Context: an optimization exercise on an open-source flow, tuned for small area, a short achievable clock period and few clock cycles per item. The choices shown serve that exercise and are no tape-out recipe. In this exercise RTL edits were held to simulation tests only and were not proved equivalent to the original. Power is estimated from default activity; no workload was simulated.

==> inputs of job 4775 <==
## lsu_top
module lsu_top (
    input  logic                        clk,
    input  logic                        rst_n,
    input  logic                        issue_valid,
    output logic                        issue_ready,
    input  lsu_pkg::lsu_op_e            op,
    input  logic [lsu_pkg::ADDR_W-1:0]  base,
    input  logic [lsu_pkg::ADDR_W-1:0]  offset,
    input  logic [lsu_pkg::XLEN-1:0]    store_data,
    input  logic [lsu_pkg::TAG_W-1:0]   tag,
    input  logic                        commit,
    output logic                        wb_valid,
    input  logic                        wb_ready,
    output logic [lsu_pkg::TAG_W-1:0]   wb_tag,
    output logic [lsu_pkg::XLEN-1:0]    wb_data,
    output logic                        mem_req_valid,
    input  logic                        mem_req_ready,
    output logic                        mem_req_write,
    output logic [lsu_pkg::ADDR_W-1:0]  mem_req_addr,
    output logic [lsu_pkg::MEM_W-1:0]   mem_req_wdata,
    output logic [lsu_pkg::STRB_W-1:0]  mem_req_wstrb,
    input  logic                        mem_resp_valid,
    input  logic [lsu_pkg::MEM_W-1:0]   mem_resp_data
);
==> flow/config.mk <==
export PLATFORM = sky130hd
export DESIGN_NAME = lsu_top
export DESIGN_NICKNAME = lsu_top
export VERILOG_FILES = /design/flow/design.v
export SDC_FILE = /design/flow/constraint.sdc
export NUM_CORES = 4
export LEC_CHECK = 0
export CAP_MARGIN = 20
export CORE_MARGIN = 2
export CORE_UTILIZATION = 70
export CTS_CLUSTER_DIAMETER = 80
export CTS_CLUSTER_SIZE = 30
export SETUP_SLACK_MARGIN = 5
export SLEW_MARGIN = 20
==> flow/constraint.sdc <==
create_clock -name core_clock -period 8.5 [get_ports {clk}]
set_input_delay 1.7000 -clock core_clock [delete_from_list [all_inputs] [get_ports {clk}]]
set_output_delay 1.7000 -clock core_clock [all_outputs]
set_load 0.01 [all_outputs]
run.sh (not shown) runs the stock make flow with config.mk's settings and CLKGATE_MAP_FILE= SYNTH_SCRIPT=/design/flow/synth_recipe.tcl, a recipe that flattens the netlist after the stock synthesis.
==> job 5756: changes against job 4775 <==
--- a/flow/design.v
+++ b/flow/design.v
@@ -58,84 +58,102 @@
     output logic [lsu_pkg::STRB_W-1:0]  mem_req_wstrb,
     input  logic                        mem_resp_valid,
     input  logic [lsu_pkg::MEM_W-1:0]   mem_resp_data
 );
     localparam int SQN = 2;    
     localparam int LQN = 3;    
     localparam int RTN = 4;    
+    localparam int SPL = 16;   
     logic        a_v, a_st, a_uns;
     logic [1:0]  a_size;
-    logic [3:0]  a_mask;
-    logic [31:0] a_addr;
+    logic [3:0]  a_mask;      
+    logic [31:0] a_addr;      
+    logic [SPL-1:0]  a_lo;        
+    logic            a_c;         
+    logic [31-SPL:0] a_p, a_g;    
     logic [31:0] a_pay;       
     logic [SQN-1:0] sq_v;
     logic [29:0]    sq_a  [SQN];
     logic [31:0]    sq_d  [SQN];
     logic [3:0]     sq_wm [SQN];
     logic [3:0]     sq_fm [SQN];
     logic [SQN-1:0] sq_hd, sq_tl;    
     logic [SQN-1:0] sq_cnt;    
-    logic [2:0]     n_unc, n_cmt;
+    logic [SQN:0]   n_unc, n_cmt;
     logic [LQN-1:0] lq_rdy, lq_uns;
     logic [4:0]     lq_tag [LQN];
     logic [1:0]     lq_lo  [LQN];
     logic [1:0]     lq_size[LQN];
     logic [3:0]     lq_hit [LQN];
     logic [31:0]    lq_d   [LQN];
     logic [LQN-1:0] lq_hd, lq_tl;    
     logic [LQN-1:0] lq_cnt;    
     logic        req_v, req_w, req_a2;
     logic [28:0] req_a;
     logic [31:0] req_d;
-    logic [3:0]  req_m;
+    logic [7:0]  req_s;
     logic        raq_v;
     logic [29:0] raq_a;
     logic [RTN-1:0] rt_v, rt_w, rt_a2;
     logic        ir_q;
     logic        fire, in_st, in_uns;
     logic [1:0]  in_size;
-    logic [3:0]  in_mask;
-    logic [31:0] in_addr, in_pay;
+    logic [31:0] in_pay;
+    logic [SPL:0] in_lo;
     assign issue_ready = ir_q;
     assign fire    = issue_valid && ir_q;
     assign in_st   = op[2] && (op[1] || op[0]);
     assign in_uns  = !op[2] && op[0];
-    assign in_addr = base + offset;
+    assign in_lo   = {1'b0, base[SPL-1:0]} + {1'b0, offset[SPL-1:0]};
     always_comb begin
         unique case (op[2:0])
             3'd0, 3'd1, 3'd5: in_size = 2'd0;
             3'd2, 3'd3, 3'd6: in_size = 2'd1;
             default:          in_size = 2'd2;
         endcase
-        unique case (in_size)
-            2'd0:    in_mask = 4'b0001 << in_addr[1:0];
-            2'd1:    in_mask = in_addr[1] ? 4'b1100 : 4'b0011;
-            default: in_mask = 4'b1111;
-        endcase
-        in_pay = in_st ? (store_data << {in_addr[1:0], 3'b000}) : {27'b0, tag};
+        in_pay = store_data << {in_lo[1:0], 3'b000};
+        if (!in_st) in_pay[4:0] = tag;
     end
     always_ff @(posedge clk) begin
         if (fire) begin
             a_st   <= in_st;
             a_uns  <= in_uns;
             a_size <= in_size;
-            a_mask <= in_mask;
-            a_addr <= in_addr;
+            a_lo   <= in_lo[SPL-1:0];
+            a_c    <= in_lo[SPL];
+            a_p    <= base[31:SPL] ^ offset[31:SPL];
+            a_g    <= base[31:SPL] & offset[31:SPL];
             a_pay  <= in_pay;
         end
     end
+    always_comb begin
+        unique case (a_size)
+            2'd0:    a_mask = 4'b0001 << a_lo[1:0];
+            2'd1:    a_mask = a_lo[1] ? 4'b1100 : 4'b0011;
+            default: a_mask = 4'b1111;
+        endcase
+    end
+    assign a_addr = {a_p + {a_g[30-SPL:0], 1'b0} + {{(31-SPL){1'b0}}, a_c}, a_lo};
+    function automatic logic hi_eq(input logic [31-SPL:0] p, input logic [31-SPL:0] g,
+                                   input logic c, input logic [31-SPL:0] k);
+        logic [31-SPL:0] cin;
+        cin[0] = c;
+        for (int j = 1; j < 32-SPL; j++)
+            cin[j] = g[j-1] | (p[j-1] & ~k[j-1]);
+        hi_eq = ((p ^ k) == cin);
+    endfunction
     logic [SQN-1:0] eq;
     logic [3:0]     hit;
     logic [31:0]    fwd;
     logic           full;
     always_comb begin
         hit = '0;
         fwd = '0;
         for (int i = 0; i < SQN; i++) begin
-            eq[i] = sq_v[i] && (sq_a[i] == a_addr[31:2]);
+            eq[i] = sq_v[i] && (sq_a[i][SPL-3:0] == a_lo[SPL-1:2]) && hi_eq(a_p, a_g, a_c, sq_a[i][29:SPL-2]);
             for (int k = 0; k < 4; k++) begin
                 if (eq[i] && sq_fm[i][k]) begin
                     hit[k]        = 1'b1;
                     fwd[k*8 +: 8] = fwd[k*8 +: 8] | sq_d[i][k*8 +: 8];
                 end
             end
         end
@@ -148,37 +166,34 @@
     assign sq_push = a_go && a_st;
     assign lq_push = a_go && !a_st;
     assign ld_mem  = lq_push && !full;
     logic wr_ok;
     assign req_free = !req_v || mem_req_ready;
     assign rd_raq   = req_free && raq_v;
     assign rd_a     = req_free && ld_mem;
-    assign wr_ok    = req_free && !raq_v && sq_cnt[0] && ((n_cmt != '0) || cmt_ok);
-    assign wr_go    = wr_ok && !ld_mem;
+    assign wr_ok    = req_free && !raq_v && sq_cnt[0] && (n_cmt[0] || cmt_ok);
+    assign wr_go    = wr_ok && !lq_push;
     assign raq_load = ld_mem && !req_free;
-    function automatic logic [2:0] updn3(input logic [2:0] c, input logic up, input logic dn);
-        logic [2:0] cu, cd;
-        cu = c + 3'd1;
-        cd = c - 3'd1;
-        updn3 = (up && !dn) ? cu : ((dn && !up) ? cd : c);
+    function automatic logic [SQN:0] cnt_therm(input logic [SQN:0] t, input logic up, input logic dn);
+        cnt_therm = (up && !dn) ? {t[SQN-1:0], 1'b1} : ((dn && !up) ? {1'b0, t[SQN:1]} : t);
     endfunction
     function automatic logic [SQN-1:0] sq_therm(input logic [SQN-1:0] t, input logic up, input logic dn);
         sq_therm = (up && !dn) ? {t[SQN-2:0], 1'b1} : ((dn && !up) ? {1'b0, t[SQN-1:1]} : t);
     endfunction
     function automatic logic [LQN-1:0] lq_therm(input logic [LQN-1:0] t, input logic up, input logic dn);
         lq_therm = (up && !dn) ? {t[LQN-2:0], 1'b1} : ((dn && !up) ? {1'b0, t[LQN-1:1]} : t);
     endfunction
-    assign cmt_ok = commit && (n_unc != '0);
+    assign cmt_ok = commit && n_unc[0];
     always_ff @(posedge clk or negedge rst_n) begin
         if (!rst_n) begin
             n_unc <= '0;
             n_cmt <= '0;
         end else begin
-            n_unc <= updn3(n_unc, fire && in_st, cmt_ok);
-            n_cmt <= updn3(n_cmt, cmt_ok, wr_go);
+            n_unc <= cnt_therm(n_unc, fire && in_st, cmt_ok);
+            n_cmt <= cnt_therm(n_cmt, cmt_ok, wr_go);
         end
     end
     always_ff @(posedge clk or negedge rst_n) begin
         if (!rst_n) begin
             req_v <= 1'b0;
             raq_v <= 1'b0;
         end else begin
@@ -214,25 +229,25 @@
                 req_a2 <= sqh_a[0];
             end else begin
                 req_w  <= 1'b0;
                 req_a  <= a_addr[31:3];
                 req_a2 <= a_addr[2];
             end
         end
-        if (wr_go) begin
+        if (wr_ok) begin
             req_d <= sqh_d;
-            req_m <= sqh_m;
+            req_s <= sqh_a[0] ? {sqh_m, 4'b0000} : {4'b0000, sqh_m};
         end
         if (lq_push && !req_free) raq_a <= a_addr[31:2];
     end
     assign mem_req_valid = req_v;
     assign mem_req_write = req_w;
     assign mem_req_addr  = {req_a, 3'b000};
     assign mem_req_wdata = {req_d, req_d};
-    assign mem_req_wstrb = req_a2 ? {req_m, 4'b0000} : {4'b0000, req_m};
+    assign mem_req_wstrb = req_s;
     always_ff @(posedge clk or negedge rst_n) begin
         if (!rst_n) begin
             sq_v   <= '0;
             sq_hd  <= SQN'(1);
             sq_tl  <= SQN'(1);
             sq_cnt <= '0;
         end else begin
==> flow/flow/run.sh (new file) <==
#!/bin/bash
export BUFFER_PORTS_ARGS="-buffer_cell sky130_fd_sc_hd__buf_1"
export SETUP_SLACK_MARGIN=5.5
bash standard.sh > standard.log 2>&1
==> flow/standard.sh (new file) <==
#!/bin/bash
# synth_recipe.tcl (not shown) runs the flow's synth.tcl, then flattens the netlist and writes it again
# the make line also repeats each setting of config.mk as NAME=value (left out here)
make -C /OpenROAD-flow-scripts/flow DESIGN_CONFIG=/design/flow/config.mk WORK_HOME=/design/flow/orfs CLKGATE_MAP_FILE= SYNTH_SCRIPT=/design/flow/synth_recipe.tcl "${@:-finish}"
Settings changed: CORE_UTILIZATION 70 to 65, CTS_CLUSTER_DIAMETER 80 to 70, CTS_CLUSTER_SIZE 30 to 28, SETUP_SLACK_MARGIN 5 to not set.
removed: flow/run.sh
==> reports/results.txt <==
run status -> no timing/DRC/antenna violations
Clock transition at path regs -> 0.11 ns
Routed WL per cell -> 25.59 µm
Cells after DPL -> 2491
Area after DPL -> 28130 µm²
multi-input logic area -> 8737 µm²
slowest stage delay, CP -> 0.52 ns
Post-Synth XOR/XNOR Area -> 3.283%
part of the power in combinational logic -> 38.3%
[end of results for job 4775]
==> reports/results.txt <==
Clock transition at path regs -> 0.10 ns
Reg2Reg Depth -> 6
multi-input logic area -> 9774 µm²
worst hold path stage count -> 0
run status -> no timing/DRC/antenna violations
Post-Synth XOR/XNOR Area -> 2.188%
most frequent cells in the layout -> edfxtp_1, buf_1, nor2_1
CP Cell Sequence -> buf_6 -> ha_4 -> fa_2 -> a21o_1 -> a21oi_2 -> o21bai_1 -> a31o_2 -> a221oi_2 -> nand2b_1 -> a211oi_2 -> nor2_1
most common cell in the netlist -> edfxtp_1
Routed WL per cell -> 23.68 µm
FFs & Latches -> 543
slowest stage delay, CP -> 0.34 ns
[end of results for job 5756]
Testbench counts of job 4775, summed over its fixed seeds: cycles 6,365, items 4,800.
Testbench counts of job 5756, summed over its fixed seeds: cycles 6,462, items 4,800.

-- separate check: timing with driven ports --
The results above use ideal ports. As a check the final layouts listed here were re-extracted and re-timed, cells and wires unchanged. Step 1 (the two cells are an assumption about what drives the block):
set clk [get_ports {clk}]
set_driving_cell -lib_cell sky130_fd_sc_hd__clkbuf_16 $clk
set_driving_cell -lib_cell sky130_fd_sc_hd__buf_2 [delete_from_list [all_inputs] $clk]
Step 2 adds t to the input delays and takes it off the output delays; t is the mean of the earliest and latest rising clock arrival at the registers after step 1. Input paths then give back, and output paths get back, about the clock's delay inside the block. Slacks: ideal / step 1 / step 2; pairs: ideal / step 1.
run	shift t [ns]	slack for setup (ns)	worst setup path at the end	clock arrival spread, ns	worst slew at a driven data input, ns
job 4775	0.606	4.177 / 4.200 / 3.594	input to register	0.032 / 0.032	0.08
job 5756	0.668	5.296 / 5.320 / 4.652	input to register	0.020 / 0.020	0.07
After both steps setup and hold are still met in every run listed. The setup slack of job 5756, which loses most, moves by +0.024 ns with the drivers and by -0.644 ns with both steps.
